Context: an optimization exercise on an open-source flow, tuned for a short achievable clock period and few clock cycles. The choices shown serve that exercise and are no tape-out recipe. In this exercise RTL edits were held to simulation tests only and were not proved equivalent to the original. Power figures rest on the tool's default switching activity, not on a simulated workload.

==> inputs of juniper <==
Design mips_core, start of the top module:
module mips_core (
    input  logic                  clk,
    input  logic                  reset,
    output logic [32-1:0] mem_addr,
    output logic                  mem_read,
    output logic                  mem_write,
    output logic [32-1:0] mem_wdata,
    input  logic [32-1:0] mem_rdata,
    output logic                  trap
);
clock: 12.0 ns
lec_check: 0
abc_clock_period_in_ps: 3000
cap_margin: 20
core_margin: 2
core_utilization: 30
place_density: 0.45
setup_slack_margin: 5
slew_margin: 20
standard.sh (not shown) runs the stock make flow with config.mk's settings and CLKGATE_MAP_FILE= SYNTH_SCRIPT=/design/flow/synth_recipe.tcl, a recipe that flattens the netlist after the stock synthesis.
==> flow/flow/run.sh <==
#!/bin/bash
set -euo pipefail
bash standard.sh synth > synth.log 2>&1
sed -e 's|"${@:-finish}"|SETUP_SLACK_MARGIN=9 BUFFER_PORTS_ARGS="-buffer_cell sky130_fd_sc_hd__buf_4" "${@:-finish}"|' \
    standard.sh > layout.sh
grep -q 'SETUP_SLACK_MARGIN=9 BUFFER' layout.sh
bash layout.sh finish > layout.log 2>&1
test -s out/final.def
==> raven: changes against juniper <==
--- a/flow/design.v
+++ b/flow/design.v
@@ -75,26 +75,25 @@
     logic [31:0] r [32];               
     assign mem_addr  = maddr;
     assign mem_read  = mrd;
     assign mem_write = mwr;
     assign mem_wdata = mwdata;
     assign trap      = halted;
-    localparam int CB = 6;             
-    localparam int PW = 48;            
+    localparam int CB = 5;             
+    localparam int PW = 20;            
     localparam int TW = 10 - CB;       
     logic [31:0]        c_data [1<<CB];
     logic [31:0]        c_nxt  [1<<CB];
     logic               c_prd  [1<<CB];    
     logic [TW-1:0]      c_tag  [1<<CB];
     logic [(1<<CB)-1:0] c_val;
     logic [31:12]       creg;          
     logic [31:0] pf;                   
     logic        pq;                   
     logic        pv;                   
-    logic [31:0] pdat, pa, pnext;
-    assign pnext = maddr + 32'd4;      
+    logic [31:0] pdat, pa;
     logic        rf_we;
     logic [31:0] rf_wd;
     assign rf_we = w_we | (mv & m_ld);
     assign rf_wd = (mv & m_ld) ? mem_rdata : wres;
     logic [31:0] sum, dif, res, A, B, O2;
     logic        slt, sltu, taken, xredir, smc, x_wr;
@@ -184,33 +183,29 @@
         else if (is_andi | is_ori | is_xori)      o2 = {16'd0, imm};
         else                                      o2 = {{16{imm[15]}}, imm};
     end
     logic [31:0] finst, fpc4, fbase, fpc_n;
     logic [5:0]  fop;
     logic [CB-1:0] fidx;
-    logic          pfar;
-    logic [(1<<CB)-1:0] lhit;
     logic        fmem, fhit, ftake, fjmp, fpred, fusej, redirect, pgo, pwin;
     logic [31:0] rtarget;
     always_comb begin
         fidx  = fpc[CB+1:2];
         fmem  = ~mv & ~pq;                   
-        for (int i = 0; i < (1<<CB); i++)
-            lhit[i] = c_val[i] & (c_tag[i] == fpc[11:CB+2]) & (fidx == CB'(i));
-        fhit  = (|lhit) & (fpc[31:12] == creg);
+        fhit  = c_val[fidx] & (c_tag[fidx] == fpc[11:CB+2]) & (fpc[31:12] == creg);
         finst = fhit ? c_data[fidx] : mem_rdata;
         fpc4  = fpc + 32'd4;
         fop   = mem_rdata[31:26];
         fjmp  = (fop == 6'h02) | (fop == 6'h03);
         fpred = fhit ? c_prd[fidx] : fjmp;
         redirect = xredir | dredir;
         rtarget  = xredir ? xtarget : dtgt;
         ftake = (fmem | fhit) & ~halted & (~dv | ~dstall) & ~redirect;
         fbase = redirect ? rtarget : (ftake ? ((fhit & c_prd[fidx]) ? c_nxt[fidx] : fpc4) : fpc);
         fusej = ftake & ~fhit & fjmp;
-        pgo   = fhit & (c_prd[fidx] | pfar) & ~redirect & ~halted & pwin;
+        pgo   = fhit & ~redirect & ~halted & pwin;
         fpc_n = fusej ? {fpc4[31:28], mem_rdata[25:0], 2'b00} : fbase;
     end
     logic halt_n;
     assign halt_n = halted | (x_wr & x_ill);
     always_ff @(posedge clk) begin
         if (reset) begin
@@ -232,20 +227,20 @@
             else if (xredir) dv <= 1'b0;
             xv     <= d_go & ~halt_n;
             mv     <= x_wr & (x_ld | x_st);
             w_we   <= x_wr & x_we;
             pq     <= pgo & ~(x_wr & (x_ld | x_st));
             pv     <= pq;
-            if (pq) pf <= pnext;
+            if (pgo & ~(x_wr & (x_ld | x_st))) pf <= pf + 32'd4;
             else if (ftake & ~fhit) pf <= fpc4;
             if (x_wr & (x_ld | x_st)) begin
                 maddr <= sum;
                 mrd   <= x_ld;
                 mwr   <= x_st;
             end else if (pgo) begin
-                maddr <= pq ? pnext : pf;
+                maddr <= pf;
                 mrd   <= 1'b1;
                 mwr   <= 1'b0;
             end else begin
                 maddr <= fusej ? {fpc4[31:28], mem_rdata[25:0], 2'b00} : fbase;
                 mrd   <= ~halt_n;
                 mwr   <= 1'b0;
@@ -253,15 +248,14 @@
         end
     end
     always_ff @(posedge clk) begin
         mwdata <= B;
         pdat   <= mem_rdata;
         pwin   <= (pf - fpc) < 32'(4 * PW);
-        pfar   <= (pf - fpc) > 32'd4;
         pa     <= maddr;
-        pa4    <= pnext;
+        pa4    <= maddr + 32'd4;
         m_ld   <= x_ld;
         m_st   <= x_st;
         w_wa   <= x_wa;
         wres   <= res;
         if (~dv | ~dstall) begin
             dir   <= finst;
@@ -297,14 +291,14 @@
             s_srl  <= r_alu & fn == 6'h06;
             s_sra  <= r_alu & fn == 6'h07;
             s_link <= is_jal | is_jalr;
         end
     end
     logic [CB-1:0] didx, pidx, cu_idx;
-    logic [CB-1:0] cu_fi, cu_pi;
-    logic          cu_ff, cu_pf;
+    logic [TW-1:0] cu_tag;
+    logic [31:12]  cu_reg;
     logic [31:0]   cu_tgt;
     logic          cu_v;
     logic [31:0]   pa4, ptgt;
     logic          pfill, ptk;
     assign didx = dpc[CB+1:2];
     assign pidx = pa[CB+1:2];
@@ -338,22 +332,18 @@
                 end
                 c_val[flidx] <= 1'b1;
             end
             if (mv & m_st & (c_tag[maddr[CB+1:2]] == maddr[11:CB+2]))
                 c_val[maddr[CB+1:2]] <= 1'b0;
         end
-        cu_v   <= d_go & dtk & ((c_val[didx] & (c_tag[didx] == dpc[11:CB+2]) &
-                                 (dpc[31:12] == creg)) |
-                                (ffill & (fl_a == dpc)) | (pfill & (pa == dpc)));
+        cu_v   <= d_go & dtk;
         cu_idx <= didx;
+        cu_tag <= dpc[11:CB+2];
+        cu_reg <= dpc[31:12];
         cu_tgt <= dtgt;
-        cu_ff  <= ffill & (fl_a != dpc);
-        cu_fi  <= flidx;
-        cu_pf  <= pfill & (pa != dpc);
-        cu_pi  <= pidx;
-        if (cu_v & ~(cu_ff & (cu_fi == cu_idx)) & ~(cu_pf & (cu_pi == cu_idx))) begin
+        if (cu_v & (c_tag[cu_idx] == cu_tag) & (cu_reg == creg)) begin
             c_nxt[cu_idx] <= cu_tgt;
             c_prd[cu_idx] <= 1'b1;
         end
         if (pfill) begin
             c_data[pidx] <= pdat;
             c_tag[pidx]  <= pa[11:CB+2];
==> willow: changes against juniper <==
--- a/flow/design.v
+++ b/flow/design.v
@@ -54,19 +54,20 @@
     output logic                  mem_write,
     output logic [32-1:0] mem_wdata,
     input  logic [32-1:0] mem_rdata,
     output logic                  trap
 );
     logic [31:0] maddr, mwdata;        
+    logic [31:0] maddr_i;              
     logic        mrd, mwr;
     logic [31:0] fpc;                  
     logic        halted;
     logic        dv, dpred;            
     logic [31:0] dir, dpc, dpc4;
     logic        xv;                   
-    logic [31:0] xa, xb, xo2, xpc, xpc4, xbt;
+    logic [31:0] xa, xb, xo2, xpc, xpc4, xbt, xbt4;
     logic [4:0]  x_wa;
     logic        x_we, x_ld, x_st, x_bc, x_jr, x_ill;
     logic        x_fa, x_fb, x_fo;     
     logic        s_add, s_sub, s_and, s_or, s_xor, s_slt, s_sltu, s_sll, s_srl, s_sra, s_link;
     logic        mv, m_ld, m_st;       
     logic        w_we;                 
@@ -88,46 +89,52 @@
     logic [(1<<CB)-1:0] c_val;
     logic [31:12]       creg;          
     logic [31:0] pf;                   
     logic        pq;                   
     logic        pv;                   
     logic [31:0] pdat, pa, pnext;
-    assign pnext = maddr + 32'd4;      
+    assign pnext = maddr_i + 32'd4;    
     logic        rf_we;
     logic [31:0] rf_wd;
     assign rf_we = w_we | (mv & m_ld);
     assign rf_wd = (mv & m_ld) ? mem_rdata : wres;
-    logic [31:0] sum, dif, res, A, B, O2;
+    logic [31:0] sum, dif, res, A, B, O2, s_xx, s_wx, s_xw, s_ww;
+    logic [32:0] d_xx, d_wx, d_xw, d_ww;
     logic        slt, sltu, taken, xredir, smc, x_wr;
-    logic [31:0] xtarget;
+    logic [31:0] xtarget, xtarget4;
     always_comb begin
         A    = x_fa ? wres : xa;
         B    = x_fb ? wres : xb;
         O2   = x_fo ? wres : xo2;
-        sum  = A + O2;
-        dif  = A - O2;
-        sltu = A < O2;
+        s_xx = xa + xo2;     s_wx = wres + xo2;
+        s_xw = xa + wres;    s_ww = wres + wres;
+        d_xx = {1'b0, xa} - {1'b0, xo2};     d_wx = {1'b0, wres} - {1'b0, xo2};
+        d_xw = {1'b0, xa} - {1'b0, wres};    d_ww = 33'd0;
+        sum  = x_fa ? (x_fo ? s_ww : s_wx) : (x_fo ? s_xw : s_xx);
+        dif  = x_fa ? (x_fo ? d_ww[31:0] : d_wx[31:0]) : (x_fo ? d_xw[31:0] : d_xx[31:0]);
+        sltu = x_fa ? (x_fo ? d_ww[32] : d_wx[32]) : (x_fo ? d_xw[32] : d_xx[32]);
         slt  = (A[31] ^ O2[31]) ? A[31] : sltu;
         res  = ({32{s_add}}  & sum) |
                ({32{s_sub}}  & dif) |
                ({32{s_and}}  & (A & O2)) |
                ({32{s_or}}   & (A | O2)) |
                ({32{s_xor}}  & (A ^ O2)) |
                ({32{s_slt}}  & {31'd0, slt}) |
                ({32{s_sltu}} & {31'd0, sltu}) |
                ({32{s_sll}}  & (O2 << A[4:0])) |
                ({32{s_srl}}  & (O2 >> A[4:0])) |
                ({32{s_sra}}  & 32'($signed(O2) >>> A[4:0])) |
                ({32{s_link}} & xpc4);
-        taken = (A == B);
-        smc = mv & m_st & ((xv & (maddr[11:2] == xpc[11:2])) |
-                           (dv & (maddr[11:2] == dpc[11:2])) |
-                           (maddr[11:2] == fpc[11:2]));
+        taken = x_fa ? (x_fb | (wres == xb)) : (x_fb ? (xa == wres) : (xa == xb));
+        smc = mv & m_st & ((xv & (maddr_i[11:2] == xpc[11:2])) |
+                           (dv & (maddr_i[11:2] == dpc[11:2])) |
+                           (maddr_i[11:2] == fpc[11:2]));
         x_wr    = xv & ~smc;                 
         xredir  = smc | (x_wr & ((x_bc & taken) | x_jr | x_ill));
         xtarget = smc ? (xv ? xpc : (dv ? dpc : fpc)) : (x_jr ? A : xbt);
+        xtarget4 = smc ? (xv ? xpc4 : (dv ? dpc4 : fpc4)) : (x_jr ? A + 32'd4 : xbt4);
     end
     logic [5:0]  op, fn;
     logic [4:0]  rs, rt, rd, wa;
     logic [15:0] imm;
     assign op  = dir[31:26];
     assign fn  = dir[5:0];
@@ -135,13 +142,13 @@
     assign rt  = dir[20:16];
     assign rd  = dir[15:11];
     assign imm = dir[15:0];
     logic is_r, r_alu, is_jr, is_jalr, is_j, is_jal, is_beq, is_bu;
     logic is_addiu, is_andi, is_ori, is_xori, is_lw, is_sw, is_alui, illegal;
     logic use_rs, use_rt, dstall, d_go, dredir;
-    logic [31:0] ra0, rb0, ra, rb, o2, dbt, dtgt;
+    logic [31:0] ra0, rb0, ra, rb, o2, dbt, dtgt, dbt4, dtgt4;
     logic        dtk;
     logic        fxa, fxb;
     always_comb begin
         is_r     = (op == 6'h00);
         r_alu    = is_r & (fn == 6'h04 || fn == 6'h06 || fn == 6'h07 || fn == 6'h21 ||
                            fn == 6'h23 || fn == 6'h24 || fn == 6'h25 || fn == 6'h26 ||
@@ -161,16 +168,19 @@
         is_alui  = is_addiu | is_andi | is_ori | is_xori;
         illegal  = ~(r_alu | is_jr | is_jalr | is_j | is_jal | is_beq | is_alui | is_lw | is_sw);
         use_rs   = ~(is_j | is_jal);
         use_rt   = is_r | is_beq | is_sw;
         wa       = is_jal ? 5'd31 : (is_r ? rd : rt);
         dstall   = (xv & x_ld & ((use_rs & (rs == x_wa)) | (use_rt & (rt == x_wa)))) |
-                   (mv & m_ld & ((use_rs & (rs == w_wa)) | (use_rt & (rt == w_wa))));
+                   (mv & m_ld & ((use_rs & (rs == w_wa)) | (use_rt & (rt == w_wa)))) |
+                   ((is_lw | is_sw) & xv & x_we & (x_wa == rs) & (rs != 5'd0));
         d_go     = dv & ~dstall & ~xredir;
         dbt      = dpc4 + {{14{imm[15]}}, imm, 2'b00};
         dtgt     = is_beq ? dbt : {dpc4[31:28], dir[25:0], 2'b00};
+        dbt4     = dpc8 + {{14{imm[15]}}, imm, 2'b00};
+        dtgt4    = is_beq ? dbt4 : {dpc4[31:28], dir[25:0], 2'b00} + 32'd4;
         dtk      = is_j | is_jal | is_bu;
         dredir   = d_go & dtk & ~dpred;
         if (rs == 5'd0)                    ra0 = 32'd0;
         else if (w_we & (w_wa == rs))      ra0 = wres;
         else                               ra0 = r[rs];
         if (rt == 5'd0)                    rb0 = 32'd0;
@@ -181,13 +191,14 @@
         ra  = ra0;
         rb  = rb0;
         if (is_r)                                 o2 = rb;
         else if (is_andi | is_ori | is_xori)      o2 = {16'd0, imm};
         else                                      o2 = {{16{imm[15]}}, imm};
     end
-    logic [31:0] finst, fpc4, fbase, fpc_n;
+    logic [31:0] finst, fpc4, fpc8, fbase, fpc_n, fbase4, fpc4_n, rtarget4;
+    logic [31:0] dpc8;
     logic [5:0]  fop;
     logic [CB-1:0] fidx;
     logic          pfar;
     logic [(1<<CB)-1:0] lhit;
     logic        fmem, fhit, ftake, fjmp, fpred, fusej, redirect, pgo, pwin;
     logic [31:0] rtarget;
@@ -195,23 +206,27 @@
         fidx  = fpc[CB+1:2];
         fmem  = ~mv & ~pq;                   
         for (int i = 0; i < (1<<CB); i++)
             lhit[i] = c_val[i] & (c_tag[i] == fpc[11:CB+2]) & (fidx == CB'(i));
         fhit  = (|lhit) & (fpc[31:12] == creg);
         finst = fhit ? c_data[fidx] : mem_rdata;
-        fpc4  = fpc + 32'd4;
+        fpc8  = fpc4 + 32'd4;                
         fop   = mem_rdata[31:26];
         fjmp  = (fop == 6'h02) | (fop == 6'h03);
         fpred = fhit ? c_prd[fidx] : fjmp;
         redirect = xredir | dredir;
         rtarget  = xredir ? xtarget : dtgt;
+        rtarget4 = xredir ? xtarget4 : dtgt4;
         ftake = (fmem | fhit) & ~halted & (~dv | ~dstall) & ~redirect;
         fbase = redirect ? rtarget : (ftake ? ((fhit & c_prd[fidx]) ? c_nxt[fidx] : fpc4) : fpc);
+        fbase4 = redirect ? rtarget4 :
+                 (ftake ? ((fhit & c_prd[fidx]) ? c_nxt[fidx] + 32'd4 : fpc8) : fpc4);
         fusej = ftake & ~fhit & fjmp;
         pgo   = fhit & (c_prd[fidx] | pfar) & ~redirect & ~halted & pwin;
         fpc_n = fusej ? {fpc4[31:28], mem_rdata[25:0], 2'b00} : fbase;
+        fpc4_n = fusej ? {fpc4[31:28], mem_rdata[25:0], 2'b00} + 32'd4 : fbase4;
     end
     logic halt_n;
     assign halt_n = halted | (x_wr & x_ill);
     always_ff @(posedge clk) begin
         if (reset) begin
             halted <= 1'b0;
@@ -219,29 +234,31 @@
             xv     <= 1'b0;
             mv     <= 1'b0;
             w_we   <= 1'b0;
             pq     <= 1'b0;
             pv     <= 1'b0;
             fpc    <= 32'h0000_0000;
+            fpc4   <= 32'h0000_0000 + 32'd4;
             maddr  <= 32'h0000_0000;
             mrd    <= 1'b1;
             mwr    <= 1'b0;
         end else begin
             halted <= halt_n;
             fpc    <= fpc_n;
+            fpc4   <= fpc4_n;
             if (~dv | ~dstall) dv <= ftake;
             else if (xredir) dv <= 1'b0;
             xv     <= d_go & ~halt_n;
             mv     <= x_wr & (x_ld | x_st);
             w_we   <= x_wr & x_we;
             pq     <= pgo & ~(x_wr & (x_ld | x_st));
             pv     <= pq;
             if (pq) pf <= pnext;
             else if (ftake & ~fhit) pf <= fpc4;
             if (x_wr & (x_ld | x_st)) begin
-                maddr <= sum;
+                maddr <= s_xx;
                 mrd   <= x_ld;
                 mwr   <= x_st;
             end else if (pgo) begin
                 maddr <= pq ? pnext : pf;
                 mrd   <= 1'b1;
                 mwr   <= 1'b0;
@@ -250,38 +267,43 @@
                 mrd   <= ~halt_n;
                 mwr   <= 1'b0;
             end
         end
     end
     always_ff @(posedge clk) begin
+        if (x_wr & (x_ld | x_st))  maddr_i <= s_xx;
+        else if (pgo)              maddr_i <= pq ? pnext : pf;
+        else                       maddr_i <= fusej ? {fpc4[31:28], mem_rdata[25:0], 2'b00} : fbase;
         mwdata <= B;
         pdat   <= mem_rdata;
         pwin   <= (pf - fpc) < 32'(4 * PW);
         pfar   <= (pf - fpc) > 32'd4;
-        pa     <= maddr;
+        pa     <= maddr_i;
         pa4    <= pnext;
         m_ld   <= x_ld;
         m_st   <= x_st;
         w_wa   <= x_wa;
         wres   <= res;
         if (~dv | ~dstall) begin
             dir   <= finst;
             dpc   <= fpc;
             dpc4  <= fpc4;
+            dpc8  <= fpc8;
             dpred <= fpred;
         end
         if (d_go) begin
             x_fa   <= fxa;
             x_fb   <= fxb;
             x_fo   <= fxb & is_r;
             xa     <= ra;
             xb     <= rb;
             xo2    <= o2;
             xpc    <= dpc;
             xpc4   <= dpc4;
             xbt    <= dbt;
+            xbt4   <= dbt4;
             x_wa   <= wa;
             x_we   <= (r_alu | is_jalr | is_jal | is_alui) & (wa != 5'd0);
             x_ld   <= is_lw & (rt != 5'd0);
             x_st   <= is_sw;
             x_bc   <= is_beq & (rs != rt);
             x_jr   <= is_jr | is_jalr;
@@ -303,19 +325,22 @@
     logic [CB-1:0] cu_fi, cu_pi;
     logic          cu_ff, cu_pf;
     logic [31:0]   cu_tgt;
     logic          cu_v;
     logic [31:0]   pa4, ptgt;
     logic          pfill, ptk;
+    logic [12:0]   p12;
     assign didx = dpc[CB+1:2];
     assign pidx = pa[CB+1:2];
     always_comb begin
         pfill = pv & ~(mv & m_st);
+        p12   = {1'b0, pa4[11:0]} + {1'b0, pdat[9:0], 2'b00};
         ptk   = (pdat[31:26] == 6'h02) | (pdat[31:26] == 6'h03) |
-                ((pdat[31:26] == 6'h04) & (pdat[25:21] == pdat[20:16]));
-        ptgt  = (pdat[31:26] == 6'h04) ? pa4 + {{14{pdat[15]}}, pdat[15:0], 2'b00}
+                ((pdat[31:26] == 6'h04) & (pdat[25:21] == pdat[20:16]) &
+                 (pdat[15:9] == {7{pdat[15]}}) & (p12[12] == pdat[15]));
+        ptgt  = (pdat[31:26] == 6'h04) ? {pa4[31:12], p12[11:0]}
                                        : {pa4[31:28], pdat[25:0], 2'b00};
     end
     logic          fl_v;
     logic [31:0]   fl_a, fl_d;
     logic [CB-1:0] flidx;
     logic          flnew, ffill;
@@ -335,14 +360,15 @@
                 if (flnew) begin
                     c_val <= '0;
                     creg  <= fl_a[31:12];
                 end
                 c_val[flidx] <= 1'b1;
             end
-            if (mv & m_st & (c_tag[maddr[CB+1:2]] == maddr[11:CB+2]))
-                c_val[maddr[CB+1:2]] <= 1'b0;
+            for (int i = 0; i < (1<<CB); i++)
+                if (mv & m_st & (maddr_i[CB+1:2] == CB'(i)) & (c_tag[i] == maddr_i[11:CB+2]))
+                    c_val[i] <= 1'b0;
         end
         cu_v   <= d_go & dtk & ((c_val[didx] & (c_tag[didx] == dpc[11:CB+2]) &
                                  (dpc[31:12] == creg)) |
                                 (ffill & (fl_a == dpc)) | (pfill & (pa == dpc)));
         cu_idx <= didx;
         cu_tgt <= dtgt;
==> summary of the runs <==
Via count, lowest first: raven, juniper, willow. juniper passed the timing, DRC and antenna checks. willow completed without violations. raven went through all stages and came out clean. The highest clock power belongs to willow, the lowest to raven. The lowest first-iteration DRC count belongs to raven, the highest to willow. Count of clock-buffer cells in the layout: juniper > willow > raven.
Testbench counts of juniper, summed over its fixed seeds: cycles 76,773.
Testbench counts of raven, summed over its fixed seeds: cycles 78,193.
Testbench counts of willow, summed over its fixed seeds: cycles 76,773.

-- what the ideal ports hide --
How much do the figures lean on ideal ports? The routed layouts below were timed once more, with nothing changed but the port constraints.
Step 1 sets driving cells, clkbuf_16 on the clock port and buf_2 on the other inputs (assumed; they add their load-dependent delay and slew).
Step 2 times the ports against the registers' clock, not the clock port: input delays grow and output delays shrink by t, the midpoint of the rising clock arrivals with the driver on.
a / b / c = no drivers / after step 1 / after step 2; a / b = the first two.
run | t, ns | setup WS [ns] | worst setup path after step 2 | worst data-port slew with drivers (ns) | cell pins on the clock port's net
juniper | 1.277 | 7.644 / 7.513 / 7.375 | input to register | 0.06 | 1
raven | 1.155 | 7.495 / 7.495 / 7.169 | input to register | 0.21 | 1
willow | 1.254 | 7.547 / 7.547 / 6.554 | input to register | 0.15 | 1
After both steps every run listed still meets setup and hold. The setup slack of willow, which loses most, moves by 0.000 ns with the drivers and by -0.993 ns with both steps.
